What follows belongs to an exercise in optimizing a design on an open flow for small area; a production flow would make more cautious choices.
The RTL was checked by simulation tests, not by an equivalence proof against the original design.
No activity file was given, so power comes from the tool's default toggle rates.

## run A
## gprs_mp
module gprs_mp #(
  parameter int unsigned DATA_W   = 32,
  parameter int unsigned ADDR_W   = 5,
  parameter int unsigned NUM_RD   = 2,
  parameter int unsigned NUM_WR   = 2,
  parameter bit          ZERO_REG = 1'b1
) (
  input  logic                       clk,
  input  logic                       rst,
  input  logic [NUM_RD*ADDR_W-1:0]   i_rd_addr,
  output logic [NUM_RD*DATA_W-1:0]   o_rd_data,
  output logic [NUM_RD-1:0]          o_rd_busy,
  input  logic [NUM_WR-1:0]          i_wr_en,
  input  logic [NUM_WR*ADDR_W-1:0]   i_wr_addr,
  input  logic [NUM_WR*DATA_W-1:0]   i_wr_data,
  input  logic                       i_sb_set_en,
  input  logic [ADDR_W-1:0]          i_sb_set_addr,
  output logic [(2**ADDR_W)-1:0]     o_busy_vec,
  input  logic                       i_dbg_halt,
  input  logic                       i_dbg_req,
  input  logic                       i_dbg_we,
  input  logic [ADDR_W-1:0]          i_dbg_addr,
  input  logic [DATA_W-1:0]          i_dbg_wdata,
  output logic                       o_dbg_ack,
  output logic [DATA_W-1:0]          o_dbg_rdata
);
Size in the first run: about 7,700 cells after synthesis, ~0.062 mm² of cells after synthesis.
Settings: LEC_CHECK=0, CAP_MARGIN=20, CORE_MARGIN=2, CORE_UTILIZATION=30, PLACE_DENSITY=0.4, SETUP_SLACK_MARGIN=0.2, SLEW_MARGIN=20, SYNTH_HIERARCHICAL=1, SYNTH_MINIMUM_KEEP_SIZE=0; clock period 7.5 ns.
standard.sh (not shown) runs the stock make flow with config.mk's settings and CLKGATE_MAP_FILE= SYNTH_SCRIPT=/design/flow/synth_recipe.tcl, a recipe that flattens the netlist after the stock synthesis.
==> flow/flow/run.sh <==
#!/bin/bash
# The standard layout (the standard.sh), with these changes:
#  - the port buffers are sky130_fd_sc_hd__buf_1 instead of buffer_ports' default choice;
#  - clock tree synthesis uses clkbuf_4/clkbuf_8, clusters of up to 16 sinks, and inserts no dummy loads.
# The make run writes its full output to standard_finish.log here; ORFS keeps
# each tool's own logs under orfs/logs/.
set -euo pipefail
cd "$(dirname "$0")/.."
bash standard.sh \
  "BUFFER_PORTS_ARGS=-buffer_cell sky130_fd_sc_hd__buf_1" \
  "CTS_ARGS=-sink_clustering_enable -repair_clock_nets -dont_use_dummy_load -sink_clustering_size 16 -sink_clustering_max_diameter 60 -buf_list {sky130_fd_sc_hd__clkbuf_4 sky130_fd_sc_hd__clkbuf_8}" \
  finish > standard_finish.log 2>&1
STATUS run=run A STAGES=ALL_DONE FINAL_CHECKS=FAILED CAUSE=negative setup slack
Edits applied to the flow inputs when going from run A to run B:
-- flow/config.mk --
<<< run A, line 8
export CAP_MARGIN = 20
>>> run B, line 8
export CAP_MARGIN = 30
<<< run A, line 12
export SETUP_SLACK_MARGIN = 0.2
>>> run B, line 12
export SETUP_SLACK_MARGIN = 0.5
[summary]
- Any difference in combinational fraction of design power between run B and run A is small enough to ignore.
- Run B completed end to end with timing, DRC and antenna clean.
- Per the comparison of run B with run A, global-route usage closely matched the old numbers; core utilization closely matched the old numbers; post-synthesis to final-layout area growth increased by 0.45 points relative to the old numbers.
- Against run A as the reference, run B delivers a higher buffer share of cell area.
- Delta(power density relative to cell area, run B - run A) < 0
--- input diff run B..run C ---
-- flow/flow/run.sh --
<<< run B, line 4
#  - clock tree synthesis uses clkbuf_4/clkbuf_8, clusters of up to 16 sinks, and inserts no dummy loads.
>>> run C, line 4
#  - clock tree synthesis uses clkbuf_4/clkbuf_8, clusters of up to 16 sinks, and inserts no dummy loads;
#  - after global routing, non-critical gates are downsized (RECOVER_POWER).
<<< run B, line 12
>>> run C, line 13
  "RECOVER_POWER=100" \
-- flow/config.mk --
<<< run B, line 8
export CAP_MARGIN = 30
>>> run C, line 8
export CAP_MARGIN = 10
<<< run B, line 10
export CORE_UTILIZATION = 30
export PLACE_DENSITY = 0.4
export SETUP_SLACK_MARGIN = 0.5
export SLEW_MARGIN = 20
>>> run C, line 10
export CORE_UTILIZATION = 25
export PLACE_DENSITY = 0.35
export SLEW_MARGIN = 10
[summary]
| run C | all stages done | FAIL | max-capacitance violations, max-slew violations, negative setup slack |
Looking at the reports, run B completed the entire flow and the layout it produced met the timing, design-rule and antenna checks.
Run C against run B: worst path arrival time increased by 3.17 ns relative to the old numbers, slew at the pin closest to its max-slew limit increased by 2.61 ns relative to the old numbers, global-route met3 utilization decreased by 6.9 points relative to the old numbers.
> inputs changed (run C -> run D)
==> flow/run.sh (new file) <==
#!/bin/bash
# synth_recipe.tcl (not shown) runs the flow's synth.tcl, then flattens the netlist and writes it again
# the make line also repeats each setting of config.mk as NAME=value (left out here)
make -C /OpenROAD-flow-scripts/flow DESIGN_CONFIG=/design/flow/config.mk WORK_HOME=/design/flow/orfs CLKGATE_MAP_FILE= SYNTH_SCRIPT=/design/flow/synth_recipe.tcl finish
-- flow/config.mk --
<<< run C, line 8
export CAP_MARGIN = 10
>>> run D, line 8
export CAP_MARGIN = 30
<<< run C, line 10
export CORE_UTILIZATION = 25
export PLACE_DENSITY = 0.35
export SLEW_MARGIN = 10
>>> run D, line 10
export CORE_UTILIZATION = 30
export CTS_BUF_LIST = sky130_fd_sc_hd__clkbuf_4 sky130_fd_sc_hd__clkbuf_8
export PLACE_DENSITY = 0.4
export SETUP_SLACK_MARGIN = 0.4
export SLEW_MARGIN = 20
removed: flow/flow/run.sh
removed: flow/standard.sh
## What came out
- Run D completed; timing, DRC and antenna clean
- Run D ends up with a via count that is 1,852 higher than in run C.
- Run D vs run C: cell row count down by a little under 10%
- Changes observed in run D relative to run C: portion of total power attributed to sequential cells lower; per-cell routed wire length higher.
- Relative to run C, worst-case hold slack has decreased by 0.0072 ns in run D.

static timing again, ports no longer ideal:
How much do the figures lean on ideal ports? The routed layouts below were timed once more, with nothing changed but the port constraints. Step 1 (the two cells are an assumption about what drives the block):
set clk [get_ports {clk}]
set_driving_cell -lib_cell sky130_fd_sc_hd__clkbuf_16 $clk
set_driving_cell -lib_cell sky130_fd_sc_hd__buf_2 [delete_from_list [all_inputs] $clk]
Step 2, shift: input delay + t, output delay - t, t = (earliest + latest rising clock arrival at the registers) / 2. This alone moves slack from input paths to output paths. Three values: ideal ports, drivers, drivers and shift; two values: the first two.
run	t (ns)	setup slack, ns	hold WS [ns]	worst data-port slew with drivers (ns)	cell pins on the clock port's net
run A	1.051	-0.005 / -0.040 / -0.040	0.512 / 0.512 / 0.512	0.23	1
run B	1.067	0.422 / 0.390 / 0.390	0.513 / 0.513 / 0.513	0.24	1
run C	1.091	-0.392 / -0.331 / -1.422	0.516 / 0.516 / 0.516	0.21	1
run D	1.111	0.236 / 0.199 / 0.199	0.509 / 0.509 / 0.509	0.23	1
For run C, which loses most, drivers alone change the setup slack by +0.061 ns; drivers and shift together by -1.030 ns.
